This design comes from an exercise in tuning for small area and a short achievable clock period on the open sky130 flow, not from production work.
The RTL was checked by simulation tests, not by an equivalence proof against the original design.
Power figures rest on the tool's default switching activity, not on a simulated workload.

`flow/design.v`:
```
`default_nettype none
package rv_exec_pkg;
  typedef logic [31:0] xlen_t;
  typedef logic [4:0]  reg_addr_t;
  typedef struct packed {
    logic [6:0] funct7;
    reg_addr_t  rs2;
    reg_addr_t  rs1;
    logic [2:0] funct3;
    reg_addr_t  rd;
    logic [6:0] opcode;
  } instr_r_t;
  typedef struct packed {
    logic [11:0] imm;
    reg_addr_t   rs1;
    logic [2:0]  funct3;
    reg_addr_t   rd;
    logic [6:0]  opcode;
  } instr_i_t;
  typedef union packed {
    instr_r_t r;
    instr_i_t i;
  } instr_u;
  localparam logic [6:0] OPC_OP     = 7'b0110011;
  localparam logic [6:0] OPC_OP_IMM = 7'b0010011;
  localparam logic [2:0] F3_ADD  = 3'b000;
  localparam logic [2:0] F3_SLL  = 3'b001;
  localparam logic [2:0] F3_SLT  = 3'b010;
  localparam logic [2:0] F3_SLTU = 3'b011;
  localparam logic [2:0] F3_XOR  = 3'b100;
  localparam logic [2:0] F3_SR   = 3'b101;
  localparam logic [2:0] F3_OR   = 3'b110;
  localparam logic [2:0] F3_AND  = 3'b111;
  typedef enum logic [3:0] {
    ALU_ADD,
    ALU_SUB,
    ALU_SLL,
    ALU_SLT,
    ALU_SLTU,
    ALU_XOR,
    ALU_SRL,
    ALU_SRA,
    ALU_OR,
    ALU_AND
  } alu_op_e;
  typedef struct packed {
    alu_op_e   alu_op;
    reg_addr_t rs1;
    reg_addr_t rs2;
    reg_addr_t rd;
    logic      use_imm;
    xlen_t     imm;
    logic      write_en;
  } exec_op_t;
  typedef struct packed {
    logic      we;
    reg_addr_t rd;
    xlen_t     data;
  } wb_t;
endpackage
`default_nettype wire
`timescale 1ns/10ps
`default_nettype none
module rf_aoi222 (
  input  logic s0, d0, s1, d1, s2, d2,
  output logic y_n
);
  assign y_n = ~((s0 & d0) | (s1 & d1) | (s2 & d2));
endmodule
module rf_join11 (
  input  logic [10:0] a_n,
  output logic        y_n
);
  assign y_n = ~(~(&a_n[3:0]) | ~(&a_n[7:4]) | ~(&a_n[10:8]));
endmodule
module rf_onehot (
  input  logic [4:0]  a,
  input  logic        en,
  output logic [31:1] y
);
  always_comb begin
    for (int i = 1; i < 32; i++) y[i] = en & (a == 5'(i));
  end
endmodule
module rf_sel (
  input  logic [4:0]  a,
  input  logic        en,
  input  logic [31:1] mask,
  output logic [31:1] y
);
  always_comb begin
    for (int i = 1; i < 32; i++) y[i] = en & (a == 5'(i)) & ~mask[i];
  end
endmodule
module rf_match (
  input  logic [4:0] a, b,
  input  logic       en,
  output logic       y
);
  assign y = en & (a == b);
endmodule
module rf_read_bit (
  input  logic [32:0] s,
  input  logic [32:0] d,
  output logic        y_n
);
  logic [10:0] t_n;
  for (genvar k = 0; k < 11; k++) begin : g_grp
    rf_aoi222 u_aoi (
      .s0(s[3*k]),   .d0(d[3*k]),
      .s1(s[3*k+1]), .d1(d[3*k+1]),
      .s2(s[3*k+2]), .d2(d[3*k+2]),
      .y_n(t_n[k])
    );
  end
  rf_join11 u_join (.a_n(t_n), .y_n(y_n));
endmodule
`default_nettype wire
`timescale 1ns/10ps
`default_nettype none
module exu_ks_cell (
  input  logic g_hi, p_hi, g_lo, p_lo,
  output logic g_o, p_o
);
  assign g_o = g_hi | (p_hi & g_lo);
  assign p_o = p_hi & p_lo;
endmodule
module exu_ks_gcell (
  input  logic g_hi, p_hi, g_lo,
  output logic g_o
);
  assign g_o = g_hi | (p_hi & g_lo);
endmodule
module exu_sh_bit_n (
  input  logic k, l, r,
  input  logic d, d_lo, d_hi,
  output logic y_n
);
  assign y_n = ~((k & d) | (l & d_lo) | (r & d_hi));
endmodule
module exu_xor2 (
  input  logic a, b,
  output logic y
);
  assign y = a ^ b;
endmodule
module exu_sel6 (
  input  logic [5:0] s,
  input  logic [5:0] d,
  output logic       y
);
  assign y = |(s & d);
endmodule
module exu_result (
  input  logic [31:0] v_i,       
  input  logic [31:0] c_i,       
  input  logic        cout_i,    
  input  logic        g31_i,     
  input  logic        p31_i,     
  input  logic        sum_i,     
  input  logic        slt_i,     
  input  logic        sltu_i,    
  output logic [31:0] y_o
);
  logic [31:0] sum;
  logic        lt, ltu;
  assign sum = v_i ^ c_i;
  assign ltu = ~cout_i;
  assign lt  = p31_i ? sum[31] : g31_i;
  assign y_o = ({32{sum_i}} & sum) | {31'd0, (slt_i & lt) | (sltu_i & ltu)};
endmodule
`default_nettype wire
`timescale 1ns/10ps
`default_nettype none
module int_exec_unit (
  input  logic                   clk_i,
  input  logic                   rst_n_i,
  input  logic                   instr_valid_i,
  input  rv_exec_pkg::instr_u    instr_i,
  output logic                   result_valid_o,
  output rv_exec_pkg::reg_addr_t result_rd_o,
  output rv_exec_pkg::xlen_t     result_o,
  output logic                   illegal_o
);
  localparam int LA = 2;
  logic [6:0] opcode;
  logic [2:0] f3;
  logic [6:0] f7;
  logic [4:0] rs1, rs2, rd;
  logic       is_op, is_imm, legal, take;
  assign opcode = instr_i[6:0];
  assign f3     = instr_i[14:12];
  assign f7     = instr_i[31:25];
  assign rs1    = instr_i[19:15];
  assign rs2    = instr_i[24:20];
  assign rd     = instr_i[11:7];
  assign is_op  = (opcode == 7'b0110011);
  assign is_imm = (opcode == 7'b0010011);
  always_comb begin
    legal = 1'b0;
    if (is_op) begin
      legal = (f7 == 7'h00) || ((f7 == 7'h20) && (f3 == 3'd0 || f3 == 3'd5));
    end else if (is_imm) begin
      case (f3)
        3'd1:    legal = (f7 == 7'h00);
        3'd5:    legal = (f7 == 7'h00) || (f7 == 7'h20);
        default: legal = 1'b1;
      endcase
    end
  end
  assign take = instr_valid_i & legal;
  logic use_rs2;
  assign use_rs2 = instr_i[5];
  logic arith, inv, is_sll, is_sr;
  assign arith  = (f3 == 3'd0) | (f3 == 3'd2) | (f3 == 3'd3);
  assign inv    = ((f3 == 3'd0) & use_rs2 & instr_i[30]) | (f3 == 3'd2) | (f3 == 3'd3);
  assign is_sll = (f3 == 3'd1);
  assign is_sr  = (f3 == 3'd5);
  logic        valid_q;      
  logic        wnz_q;        
  logic [4:0]  rd_q;         
  logic        illegal_q;
  logic [31:0] res;          
  logic [31:0] res_wr;       
  logic [31:0] rf [1:31];
  logic [31:1] stale, stale_rd, sel1, sel2;
  logic        f1, f2;
  rf_onehot u_dec_st  (.a (rd_q), .en (valid_q), .y (stale_rd));
  rf_onehot u_dec_wr  (.a (rd_q), .en (valid_q), .y (stale));
  rf_sel u_sel1 (.a (rs1), .en (1'b1),    .mask (stale_rd), .y (sel1));
  rf_sel u_sel2 (.a (rs2), .en (use_rs2), .mask (stale_rd), .y (sel2));
  rf_match u_m1 (.a (rs1), .b (rd_q), .en (wnz_q),           .y (f1));
  rf_match u_m2 (.a (rs2), .b (rd_q), .en (wnz_q & use_rs2), .y (f2));
  logic [31:0] imm;
  assign imm = {{20{instr_i[31]}}, instr_i[31:20]};
  logic [31:0] x1, x2, x1_n, x2_n;
  for (genvar b = 0; b < 32; b++) begin : g_rd
    logic [32:0] s1v, d1v, s2v, d2v;
    always_comb begin
      s1v = '0; d1v = '0; s2v = '0; d2v = '0;
      for (int i = 1; i < 32; i++) begin
        s1v[i] = sel1[i];
        d1v[i] = rf[i][b];
        s2v[i] = sel2[i];
        d2v[i] = rf[i][b];
      end
      s1v[0]  = f1;
      d1v[0]  = res[b];
      s2v[0]  = ~use_rs2;
      d2v[0]  = imm[b];
      s2v[32] = f2;
      d2v[32] = res[b];
    end
    rf_read_bit u_r1 (.s(s1v), .d(d1v), .y_n(x1_n[b]));
    rf_read_bit u_r2 (.s(s2v), .d(d2v), .y_n(x2_n[b]));
  end
  assign x1 = ~x1_n;
  assign x2 = ~x2_n;
  logic [31:0] x2i, ar, s0, s1, t, t_rev;
  logic        fill;
  assign x2i = x2 ^ {32{inv}};
  always_comb begin
    for (int i = 0; i < 32; i++) ar[i] = is_sll ? x1[31-i] : x1[i];
  end
  assign fill = is_sr & instr_i[30] & x1[31];
  assign s0 = x2[0] ? {fill, ar[31:1]}      : ar;
  assign s1 = x2[1] ? {{2{fill}}, s0[31:2]} : s0;
  assign t  = x2[2] ? {{4{fill}}, s1[31:4]} : s1;
  always_comb begin
    for (int i = 0; i < 32; i++) t_rev[i] = t[31-i];
  end
  logic d_sum, d_and, d_or;
  assign d_sum = arith | (f3 == 3'd4);      
  assign d_and = (f3 == 3'd7);
  assign d_or  = (f3 == 3'd6);
  logic [31:0] xs, p_d;
  logic [5:0]  psel;
  assign psel = {~take, take & is_sr, take & is_sll, take & d_or, take & d_and, take & d_sum};
  for (genvar i = 0; i < 32; i++) begin : g_p
    exu_xor2 u_x (.a (x1[i]), .b (x2i[i]), .y (xs[i]));
    exu_sel6 u_s (
      .s (psel),
      .d ({res[i], t[i], t_rev[i], x1[i] | x2[i], x1[i] & x2[i], xs[i]}),
      .y (p_d[i])
    );
  end
  logic [31:0] ga [0:LA];
  logic [31:0] pa [0:LA];
  assign pa[0] = xs;
  always_comb begin
    ga[0]    = x1 & x2i;
    ga[0][0] = (x1[0] & x2i[0]) | ((x1[0] ^ x2i[0]) & inv);
  end
  for (genvar l = 0; l < LA; l++) begin : g_ksa
    for (genvar i = 0; i < 32; i++) begin : g_bit
      if (i >= (2 << l)) begin : g_cell
        exu_ks_cell u_c (
          .g_hi (ga[l][i]), .p_hi (pa[l][i]),
          .g_lo (ga[l][i - (1 << l)]), .p_lo (pa[l][i - (1 << l)]),
          .g_o (ga[l+1][i]), .p_o (pa[l+1][i])
        );
      end else if (i >= (1 << l)) begin : g_gcell
        exu_ks_gcell u_c (
          .g_hi (ga[l][i]), .p_hi (pa[l][i]), .g_lo (ga[l][i - (1 << l)]),
          .g_o (ga[l+1][i])
        );
        assign pa[l+1][i] = 1'b0;
      end else begin : g_pass
        assign ga[l+1][i] = ga[l][i];
        assign pa[l+1][i] = pa[l][i];
      end
    end
  end
  logic do_add;
  assign do_add = take & arith;
  logic [31:0] p_q;          
  logic [31:0] gl_q, pl_q;   
  logic        cin_q;
  logic        sum_q, slt_q, sltu_q;    
  logic        k3_q, l3_q, r3_q, k4_q, l4_q, r4_q, fill_q, fill_n_q;
  always_ff @(posedge clk_i or negedge rst_n_i) begin
    if (!rst_n_i) begin
      valid_q   <= 1'b0;
      wnz_q     <= 1'b0;
      illegal_q <= 1'b0;
      rd_q      <= '0;
      sum_q     <= 1'b0;
      slt_q     <= 1'b0;
      sltu_q    <= 1'b0;
    end else begin
      valid_q   <= take;
      wnz_q     <= take & (rd != 5'd0);
      illegal_q <= instr_valid_i & ~legal;
      if (take) rd_q <= rd;
      sum_q     <= ~(take & ((f3 == 3'd2) | (f3 == 3'd3)));
      slt_q     <= take & (f3 == 3'd2);
      sltu_q    <= take & (f3 == 3'd3);
    end
  end
  always_ff @(posedge clk_i) begin
    p_q    <= p_d;
    gl_q   <= ga[LA] & {32{do_add}};
    pl_q   <= pa[LA];
    cin_q  <= do_add & inv;
    k3_q   <= ~(take & (is_sll | is_sr) & x2[3]);
    l3_q   <= take & is_sll & x2[3];
    r3_q   <= take & is_sr & x2[3];
    k4_q   <= ~(take & (is_sll | is_sr) & x2[4]);
    l4_q   <= take & is_sll & x2[4];
    r4_q   <= take & is_sr & x2[4];
    fill_q <= fill;
    fill_n_q <= ~fill;
  end
  logic [31:0] u3_n;
  for (genvar i = 0; i < 32; i++) begin : g_sh
    exu_sh_bit_n u_s3 (
      .k (k3_q), .l (l3_q), .r (r3_q),
      .d (p_q[i]),
      .d_lo ((i >= 8)  ? p_q[(i >= 8) ? i - 8 : 0] : 1'b0),
      .d_hi ((i < 24)  ? p_q[(i < 24) ? i + 8 : 0] : fill_q),
      .y_n (u3_n[i])
    );
  end
  logic [31:0] u4, u4i, u4w;
  for (genvar i = 0; i < 32; i++) begin : g_sh4
    exu_sh_bit_n u_s4 (
      .k (k4_q), .l (l4_q), .r (r4_q),
      .d (u3_n[i]),
      .d_lo ((i >= 16) ? u3_n[(i >= 16) ? i - 16 : 0] : 1'b1),
      .d_hi ((i < 16)  ? u3_n[(i < 16) ? i + 16 : 0] : fill_n_q),
      .y_n (u4[i])
    );
    exu_sh_bit_n u_s4i (
      .k (k4_q), .l (l4_q), .r (r4_q),
      .d (u3_n[i]),
      .d_lo ((i >= 16) ? u3_n[(i >= 16) ? i - 16 : 0] : 1'b1),
      .d_hi ((i < 16)  ? u3_n[(i < 16) ? i + 16 : 0] : fill_n_q),
      .y_n (u4i[i])
    );
    exu_sh_bit_n u_s4w (
      .k (k4_q), .l (l4_q), .r (r4_q),
      .d (u3_n[i]),
      .d_lo ((i >= 16) ? u3_n[(i >= 16) ? i - 16 : 0] : 1'b1),
      .d_hi ((i < 16)  ? u3_n[(i < 16) ? i + 16 : 0] : fill_n_q),
      .y_n (u4w[i])
    );
  end
  logic [31:0] gb [LA:5];
  logic [31:0] pb [LA:5];
  assign gb[LA] = gl_q;
  assign pb[LA] = pl_q;
  for (genvar l = LA; l < 5; l++) begin : g_ksb
    for (genvar i = 0; i < 32; i++) begin : g_bit
      if (i >= (2 << l)) begin : g_cell
        exu_ks_cell u_c (
          .g_hi (gb[l][i]), .p_hi (pb[l][i]),
          .g_lo (gb[l][i - (1 << l)]), .p_lo (pb[l][i - (1 << l)]),
          .g_o (gb[l+1][i]), .p_o (pb[l+1][i])
        );
      end else if (i >= (1 << l)) begin : g_gcell
        exu_ks_gcell u_c (
          .g_hi (gb[l][i]), .p_hi (pb[l][i]), .g_lo (gb[l][i - (1 << l)]),
          .g_o (gb[l+1][i])
        );
        assign pb[l+1][i] = 1'b0;
      end else begin : g_pass
        assign gb[l+1][i] = gb[l][i];
        assign pb[l+1][i] = pb[l][i];
      end
    end
  end
  logic [31:0] carry;
  assign carry = {gb[5][30:0], cin_q};
  exu_result u_res_out (
    .v_i (u4), .c_i (carry), .cout_i (gb[5][31]), .g31_i (gl_q[31]), .p31_i (p_q[31]),
    .sum_i (sum_q), .slt_i (slt_q), .sltu_i (sltu_q),
    .y_o (result_o)
  );
  exu_result u_res_int (
    .v_i (u4i), .c_i (carry), .cout_i (gb[5][31]), .g31_i (gl_q[31]), .p31_i (p_q[31]),
    .sum_i (sum_q), .slt_i (slt_q), .sltu_i (sltu_q),
    .y_o (res)
  );
  exu_result u_res_wr (
    .v_i (u4w), .c_i (carry), .cout_i (gb[5][31]), .g31_i (gl_q[31]), .p31_i (p_q[31]),
    .sum_i (sum_q), .slt_i (slt_q), .sltu_i (sltu_q),
    .y_o (res_wr)
  );
  always_ff @(posedge clk_i) begin
    for (int i = 1; i < 32; i++) begin
      if (stale[i]) rf[i] <= res_wr;
    end
  end
  assign result_valid_o = valid_q;
  assign result_rd_o    = rd_q;
  assign illegal_o      = illegal_q;
endmodule
`default_nettype wire
```
`flow/flow/run.sh`:
```
#!/bin/bash
# The standard layout (the standard.sh, unchanged synthesis and steps),
# with the port buffers made from sky130_fd_sc_hd__buf_4 instead of the
# delay-buffer cell buffer_ports picks by default. Every input and output
# port still gets its own buffer.
set -euo pipefail
bash standard.sh "BUFFER_PORTS_ARGS=-buffer_cell sky130_fd_sc_hd__buf_4" finish > flow_make.log 2>&1
```
`flow/standard.sh`:
```
#!/bin/bash
# synth_recipe.tcl (not shown) runs the flow's synth.tcl, then flattens the netlist and writes it again
# the make line also repeats each setting of config.mk as NAME=value (left out here)
make -C /OpenROAD-flow-scripts/flow DESIGN_CONFIG=/design/flow/config.mk WORK_HOME=/design/flow/orfs CLKGATE_MAP_FILE= SYNTH_SCRIPT=/design/flow/synth_recipe.tcl "${@:-finish}"
```
`flow/config.mk`:
```
export PLATFORM = sky130hd
export DESIGN_NAME = int_exec_unit
export DESIGN_NICKNAME = int_exec_unit
export VERILOG_FILES = /design/flow/design.v
export SDC_FILE = /design/flow/constraint.sdc
export NUM_CORES = 4
export LEC_CHECK = 0
export CAP_MARGIN = 20
export CORE_MARGIN = 2
export CORE_UTILIZATION = 55
export CTS_CLUSTER_DIAMETER = 100
export CTS_CLUSTER_SIZE = 20
export SETUP_SLACK_MARGIN = 5.0
export SLEW_MARGIN = 20
export SYNTH_HIERARCHICAL = 1
export TNS_END_PERCENT = 5
```
`flow/constraint.sdc`:
```
create_clock -name core_clock -period 9.0 [get_ports {clk_i}]
set_input_delay 1.8000 -clock core_clock [delete_from_list [all_inputs] [get_ports {clk_i}]]
set_output_delay 1.8000 -clock core_clock [all_outputs]
set_load 0.01 [all_outputs]
```
==> impl_metrics.ini, run 1 <==
[grt]
grt_pass1_vias = 41000
grt_pass1_wl_microns = 296000
gr-total-overflow = 0
grt_usage = 0.439
antenna_found_initial = 2
grt_max_degree = 92

[yosys]
synth.cell_area_sq_mm = 0.0509
synth_cell_type_count = 67
synthCells = 3433
synth_edf_count = 992
ys.flop_type = edfxtp_1
ys_seq_elements = 1104
yosysSeqAreaShare = 0.630
synth.avg_cell_area_sq_um = 14.8
async_flop_share = 0.00996
ys_warn_count = 86

[route]
first_pass_iters = 15
route.vias.total = 43800
routedWlPerCell_microns = 41.0
drt_iter0_drc = 12100
ant_nets = 0
drc_errors = 0
via_per_inst = 8.25
wl_microns = 218000

[clock_tree]
cts_buffers = 67
cts_tree = done
h-tree-depth = 3
clkTransAtPathRegs_ns = 0.09
cts_sinks = 1104
cts_buffer_depth = 3
worstSkewPairLatency_ns = 0.69
root_buffer = clkbuf_16

[place]
dp_hpwl_microns = 133000
dpl.cell_count = 4893
numPortBuffers = 73
finalWeightedCongestion = 1.02

[sta]
finalSetupTns_ns = 0
hold_viol_final = 0
drv_slew = 0
min_period_ns = 4.77
worstMarginPinSlew_ns = 1.10
final.period_utilization = 0.530
fin_skew_ns = 0.0238
rsz0062_at_grt = yes
setup_viol = 0
timing.fmax_mhz = 209
slew_headroom = 0.268

[setup_path]
cp.required_ns = 9.58
cp.arrival_ns = 5.36
path_cells = nand2b_1, nor2_1, nor3_4, buf_12, buf_12, a222oi_1, nand4_1, nor3_2, xnor2_1, xor2_1, and2_1, a21o_1, inv_1, nor3_1
crit_buf_inv = 3
worst_path_most_repeated_cell = buf_12
cpPeakStageDelay_ns = 0.63
startpoint_type = flip-flop
end_kind = flip-flop
worstSetupPathType = reg2reg
cp_slowest_cell = dfrtp_1
cp_top_family = simple AND/OR/NAND/NOR gates
crit_fanout = 12

[floorplan]
die_area_sq_mm = 0.0950
ioPinCount = 74
initial_core_util = 0.555
die_h_microns = 308
coreArea_sq_mm = 0.0917
die_x_microns = 308
row_count = 111

[pwr]
p_leak_nw = 22.0
p_int_w = 0.00795
vdd_drop_max_mv = 0.209
p_sw_w = 0.00306
seqPwrFrac = 0.527
pwr_density_cell_mw_per_mm2 = 177
combPwrFrac = 0.184
p_clk_frac = 0.288
swShare = 0.278

[finish]
final_cells = 5305
final_core_util = 0.678
area_growth_pct = 22.1
final_nets = 4125
drive_gt1_frac = 0.246

[hold_path]
hold_class = reg2reg

[run_status]
outcome = no timing/DRC/antenna violations

[flow_run]
cap_violations = 0
## registers in the layout, indices dropped and copies added (netlist names), 5 cells and up
name and flops:
rf 992, gl_q 32, p_q 32, pl_q 28, rd_q 5
## modules after synthesis, one instance, submodules excluded, excerpt
module,copies in the design,cell area (sq um),cells inside,flops+latches
exu_sel6,32,27.5,4,0
exu_sh_bit_n,128,10.0,1,0
rf_match,2,56.3,7,0
rf_join11,64,27.5,4,0
exu_ks_cell,98,13.8,2,0
rf_onehot,2,230,46,0
rf_aoi222,704,10.0,1,0
exu_xor2,32,8.76,1,0
rf_sel,2,280,46,0
int_exec_unit,1,35300,1544,1104
exu_result,3,557,72,0
exu_ks_gcell,31,7.51,1,0
## synth_stat cells, types with 3 or more instances
master,n,area share
a211oi_1,6,0.00088
a21boi_0,4,0.00059
a21o_1,132,0.019
a21oi_1,4,0.00039
a221oi_1,7,0.0012
a221oi_2,3,0.00088
a222oi_1,838,0.16
a22o_1,10,0.0017
a22oi_1,98,0.014
and2_1,131,0.016
and2_2,93,0.014
buf_2,16,0.0016
clkbuf_1,25,0.0018
clkbuf_2,9,0.00088
dfrtp_1,11,0.0054
dfxtp_1,101,0.040
edfxtp_1,992,0.59
inv_1,73,0.0054
mux2_2,8,0.0018
mux2i_1,6,0.0012
mux4_2,34,0.015
nand2_1,49,0.0036
nand2b_1,10,0.0012
nand3_1,98,0.0096
nand4_1,132,0.016
nand4b_1,12,0.0021
nand4bb_1,12,0.0027
nor2_1,105,0.0077
nor2b_1,6,0.00074
nor3_1,93,0.0091
nor3_2,70,0.014
nor3b_1,3,0.00044
nor4_1,6,0.00074
o211a_1,3,0.00059
o21ai_0,7,0.00069
o21ai_1,3,0.00029
o221ai_1,4,0.00069
o22a_1,7,0.0012
or2_2,4,0.00049
or3_1,3,0.00037
xnor2_1,34,0.0058
xor2_1,136,0.023
## worst min-delay path, stage by stage (launching register included)
cell and delay, ns:
edfxtp_1 0.37, a222oi_1 0.08, nand4_1 0.10, nor3_2 0.08, nand2_1 0.07, a22oi_1 0.07
nand3_1 0.08
## power groups by stage
stage / sequential [W] / combinational, W / clock (W)
final: 0.00581 / 0.00203 / 0.00318
after global routing: 0.00581 / 0.00209 / 0.00334
after CTS: 0.00580 / 0.00186 / 0.00316
after detailed placement: 0.00592 / 0.00158 / 0
after global placement: 0.00592 / 0.00155 / 0
after floorplan: 0.00589 / 0.000965 / 0
## metrics by stage
stage / setup WS, ns / cell area, sq um / power, W / hold WS (ns)
6_report: 4.23 / 62100 / 0.0110 / 0.856
2_1_floorplan: 3.96 / 52100 / 0.00685 / 0.715
4_1_cts: 4.56 / 60900 / 0.0108 / 0.847
3_5_place_dp: 2.66 / 55100 / 0.00750 / 0.818
3_3_place_gp: 2.58 / 55100 / 0.00747 / 0.783
5_1_grt: 4.22 / 62100 / 0.0112 / 0.889
## routing by layer
layer / wire length [microns] / up-vias / track usage
li1: - / 17000 / -
met1: 71300 / 21400 / 0.573
met2: 93400 / 4454 / 0.653
met3: 36700 / 906 / 0.149
met4: 16000 / 4 / 0.227
met5: 100 / - / 0.00672
## final cells by class
| cell class | count | area (sq um) |
|---|---|---|
| antenna | 1 | 2.50 |
| clock buffer | 85 | 1770 |
| clock inverter | 12 | 185 |
| fill | 6340 | 29500 |
| inverter | 75 | 305 |
| multi-input combinational | 2325 | 20600 |
| sequential | 1104 | 32100 |
| tap | 1186 | 1480 |
| timing repair buffer | 517 | 5650 |
## repair_timing
| action | CTS | global route |
|---|---|---|
| pin swaps | 175 | 103 |
| buffers inserted | 225 | 57 |
| setup endpoints to repair | 132 | 123 |
| gates resized for setup | 280 | 92 |
| gates cloned | 17 | 12 |
| hold buffers | 0 | 0 |
## placed cells by master (no fill, tap or decap), types with 7 or more instances in the layout
master and n:
nand2_1 46, a222oi_1 838, edfxtp_1 992, buf_4 356, nand4_1 132, and2_1 125, nor2_1 71, nor2_4 33
nor3_4 121, mux4_2 35, clkbuf_16 80, xor2_1 126, bufbuf_16 10, buf_6 46, buf_12 78, and2_2 93
o22a_1 7, a22oi_1 95, a221oi_2 9, a22o_1 10, a21o_1 130, clkbuf_1 17, nor3_1 29, nand3_1 90
xnor2_1 29, inv_1 69, buf_8 8, nand3_2 8, conb_1 128, nor3_2 13, nand4b_1 12, dfxtp_1 93
xor2_2 10
## worst paths after layout
kind / startpoint / to / cells past startpoint / slack (ns)
setup reg to reg: rd_q[1] / gl_q[6] / 14 / 4.23
setup / recovery: rd_q[1] / gl_q[6] / 14 / 4.23
hold reg to reg: rf[4][5] / p_q[5] / 6 / 0.86
max in group asynchronous: rst_n_i / rd_q[4] / 1 / 7.84
hold / removal: rf[4][5] / p_q[5] / 6 / 0.86
min in group asynchronous: rst_n_i / sum_q / 1 / 0.96
## cell families after synthesis
family,synth area share
multiplexers,0.0191
other,0.000148
AO/OA/AOI/OAI,0.210
buffers and inverters,0.0106
XOR/XNOR,0.0292
flip-flops,0.630
AND/OR/NAND/NOR,0.101
==> inputs of run 2 (changes only) <==
--- a/flow/config.mk
+++ b/flow/config.mk
@@ -11,5 +11,5 @@
 export CTS_CLUSTER_DIAMETER = 100
 export CTS_CLUSTER_SIZE = 20
-export SETUP_SLACK_MARGIN = 5.0
+export SETUP_SLACK_MARGIN = 4.6
 export SLEW_MARGIN = 20
 export SYNTH_HIERARCHICAL = 1
==> impl_metrics.ini, run 2 <==
[route]
wl_microns = 223000
drt_iter0_drc = 12500
via_per_inst = 8.44
routedWlPerCell_microns = 43.0
ant_nets = 0
route.vias.total = 43700
first_pass_iters = 15
drc_errors = 0

[sta]
hold_slack_ns = 0.867
slew_headroom = 0.315
hold_viol_final = 0
drv_slew = 0
fin_skew_ns = 0.0478
setup_viol = 0
min_period_ns = 4.80
timing.fmax_mhz = 208
final.period_utilization = 0.533
rsz0062_at_grt = yes
worstMarginPinSlew_ns = 1.03
finalSetupTns_ns = 0

[yosys]
synth_top_area_share = 0.585
async_flop_share = 0.00996
synthTopCellsByArea = edfxtp_1, a222oi_1, dfxtp_1
synth_area_leader_cell = edfxtp_1
synth.avg_cell_area_sq_um = 14.8
ys_seq_elements = 1104
synth_common_cells = edfxtp_1, a222oi_1, xor2_1, a21o_1, nand4_1
yosysSeqAreaShare = 0.630
synthCells = 3433
synth_cell_type_count = 67
ys_warn_count = 86
synth.cell_area_sq_mm = 0.0509
yosysMostFrequentCell = edfxtp_1
ys.flop_type = edfxtp_1
synth_edf_count = 992

[pwr]
pwr_density_cell_mw_per_mm2 = 181
p_leak_nw = 21.2
vdd_drop_max_mv = 0.209

[setup_path]
startpoint = instr_i[23]
rr_endpoint = p_q[2]
cp.required_ns = 9.59
rr_startpoint = r3_q
end_kind = flip-flop
cpPeakStageDelay_ns = 0.61
crit_end = gl_q[14]
startpoint_type = input port
cp_top_family = simple AND/OR/NAND/NOR gates
r2r_cells = 18
cp_slowest_cell = nand4_1
path_depth = 15
worstSetupPathType = in2reg
worst_path_most_repeated_cell = buf_12
crit_fanout = 12
cp.arrival_ns = 5.38
crit_buf_inv = 5
path_cells = buf_12, nand4b_1, buf_4, nor3_4, buf_12, buf_12, a222oi_1, nand4_1, nor3_4, xnor2_1, xor2_1, a21o_1, a21o_1, inv_1, nor3_1
r2r_slack_ns = 4.25

[hold_path]
hold_class = reg2reg

[clock_tree]
root_buffer = clkbuf_16
worstSkewPairLatency_ns = 0.70
cts_buffer_depth = 3
cts_sinks = 1104
cts_tree = done
clkTransAtPathRegs_ns = 0.09
h-tree-depth = 3
ctsHoldBuffers = 0
cts_buffers = 67

[place]
numPortBuffers = 73
dp_hpwl_microns = 133000
finalWeightedCongestion = 1.02

[grt]
grt_pass1_wl_microns = 304000
gr-total-overflow = 0
grt_pass1_vias = 41400
antenna_found_initial = 13
grt_max_degree = 81
grt_usage = 0.457

[finish]
regMostFlops = rf
final_core_util = 0.660
reg.largest.list = rf (992), gl_q (32), p_q (32)
final_nets = 3995
drive_gt1_frac = 0.213
final_cell_mix = edfxtp_1, a222oi_1, buf_4
final_common_cell = edfxtp_1
area_growth_pct = 18.8
largest_reg_flops = 992

[floorplan]
row_count = 111
die_x_microns = 308
die_h_microns = 308
die_area_sq_mm = 0.0950
coreArea_sq_mm = 0.0917
ioPinCount = 74
initial_core_util = 0.555

[flow_run]
cap_violations = 0

[run_status]
outcome = no timing/DRC/antenna violations
[run 2: cell counts after synthesis]
No cell type changed its count.
[run 2: cells by family after synthesis]
family | count (synthesis) | synth area share
AOI/OAI and AO/OA | 1136 | 0.210
DFF | 1104 | 0.630
and+or+nand+nor | 840 | 0.101
xor gates and xnor gates | 170 | 0.0292
buffers and inverters | 130 | 0.0106
muxes | 51 | 0.0191
other | 2 | 0.000148
[run 2: how the worst min path moves through the flow]
stage | end | slack (ns) | start | cells past startpoint
after global routing | rd_q[1] | 0.91 | rd_q[1] | 1
after floorplan | p_q[23] | 0.71 | rf[25][23] | 6
final | p_q[23] | 0.87 | rf[25][23] | 6
after global placement | p_q[10] | 0.80 | rf[25][10] | 6
after CTS | p_q[6] | 0.82 | rf[25][6] | 6
after detailed placement | rd_q[1] | 0.81 | rd_q[1] | 1
[run 2: Yosys stat by module (local to each module, per instance), excerpt]
module	cells	copies in the design	flip-flops and latches	cell area, sq um
rf_join11	4	64	0	27.5
exu_ks_gcell	1	31	0	7.51
int_exec_unit	1544	1	1104	35300
exu_result	72	3	0	557
exu_ks_cell	2	98	0	13.8
rf_match	7	2	0	56.3
exu_sel6	4	32	0	27.5
rf_onehot	46	2	0	230
exu_xor2	1	32	0	8.76
exu_sh_bit_n	1	128	0	10.0
rf_aoi222	1	704	0	10.0
rf_sel	46	2	0	280
[run 2: metrics by stage]
step           instance area, sq um  instances  total power [W]  setup WS (ns)
2_1_floorplan                 52100       3559          0.00685           3.96
3_3_place_gp                  55200       4906          0.00750           2.56
3_5_place_dp                  55200       4906          0.00752           2.53
4_1_cts                       59700       5140           0.0107           4.42
5_1_grt                       60500       5177           0.0111           4.17
6_report                      60500       5179           0.0109           4.20
[run 2: cell type report]
type / instances / area (sq um)
Tap cell: 1186 / 1480
Multi-Input combinational cell: 2325 / 20400
Clock buffer: 89 / 1830
Clock inverter: 11 / 153
Inverter: 75 / 307
Fill cell: 6513 / 31200
Timing Repair Buffer: 387 / 4180
Sequential cell: 1104 / 32100
Antenna cell: 2 / 5.00
[run 2: power by group]
group	switching (W)	leakage, nW	internal, W	total [W]
Sequential	0.0000596	10.1	0.00575	0.00581
Combinational	0.00123	10.1	0.000672	0.00190
Clock	0.00173	0.961	0.00148	0.00322
[run 2: metal layers]
| layer | GRT usage | wire, microns | up-vias |
|---|---|---|---|
| met1 | 0.577 | 72100 | 21300 |
| li1 | - | - | 16800 |
| met3 | 0.191 | 40900 | 988 |
| met2 | 0.668 | 94200 | 4610 |
| met5 | 0 | 214 | - |
| met4 | 0.247 | 15300 | 16 |
[run 2: tightest hold or removal path, stage by stage, from the launching register on]
cell	delay (ns)
edfxtp_1	0.35
a222oi_1	0.06
nand3_1	0.14
nor3_4	0.10
nand2_1	0.07
a22oi_1	0.07
nand3_1	0.06
[run 2: repair_timing]
item / 4_1_cts / 5_1_grt
cloned: 14 / 5
endpoints found under the setup margin: 125 / 116
setup buffers: 120 / 32
pin swaps: 104 / 62
resized for setup: 230 / 70

[static timing again, ports no longer ideal]
How much do the figures lean on ideal ports? The routed layouts below were timed once more, with nothing changed but the port constraints.
Step 1 (the two cells are an assumption about what drives the block):
set clk [get_ports {clk_i}]
set_driving_cell -lib_cell sky130_fd_sc_hd__clkbuf_16 $clk
set_driving_cell -lib_cell sky130_fd_sc_hd__buf_2 [delete_from_list [all_inputs] $clk]
Step 2 moves the port delays by t, midway between the first and last clock arrival at a register: inputs arrive t later, outputs are due t later. That takes back most of the time a late clock gives input paths.
a / b / c = ideal / step 1 / step 2; a / b = the first two.
| run | t (ns) | setup WS [ns] | worst register clock-pin slew, ns | worst slew at a driven data input, ns | pins driven straight from the clock port |
|---|---|---|---|---|---|
| run 1 | 0.751 | 4.226 / 4.226 / 3.515 | 0.10 / 0.10 | 0.13 | 1 |
| run 2 | 0.750 | 4.202 / 4.187 / 3.437 | 0.09 / 0.09 | 0.17 | 1 |
After both steps setup and hold are still met in every run listed. For run 2, which loses most, drivers alone change the setup slack by -0.015 ns; drivers and shift together by -0.765 ns.
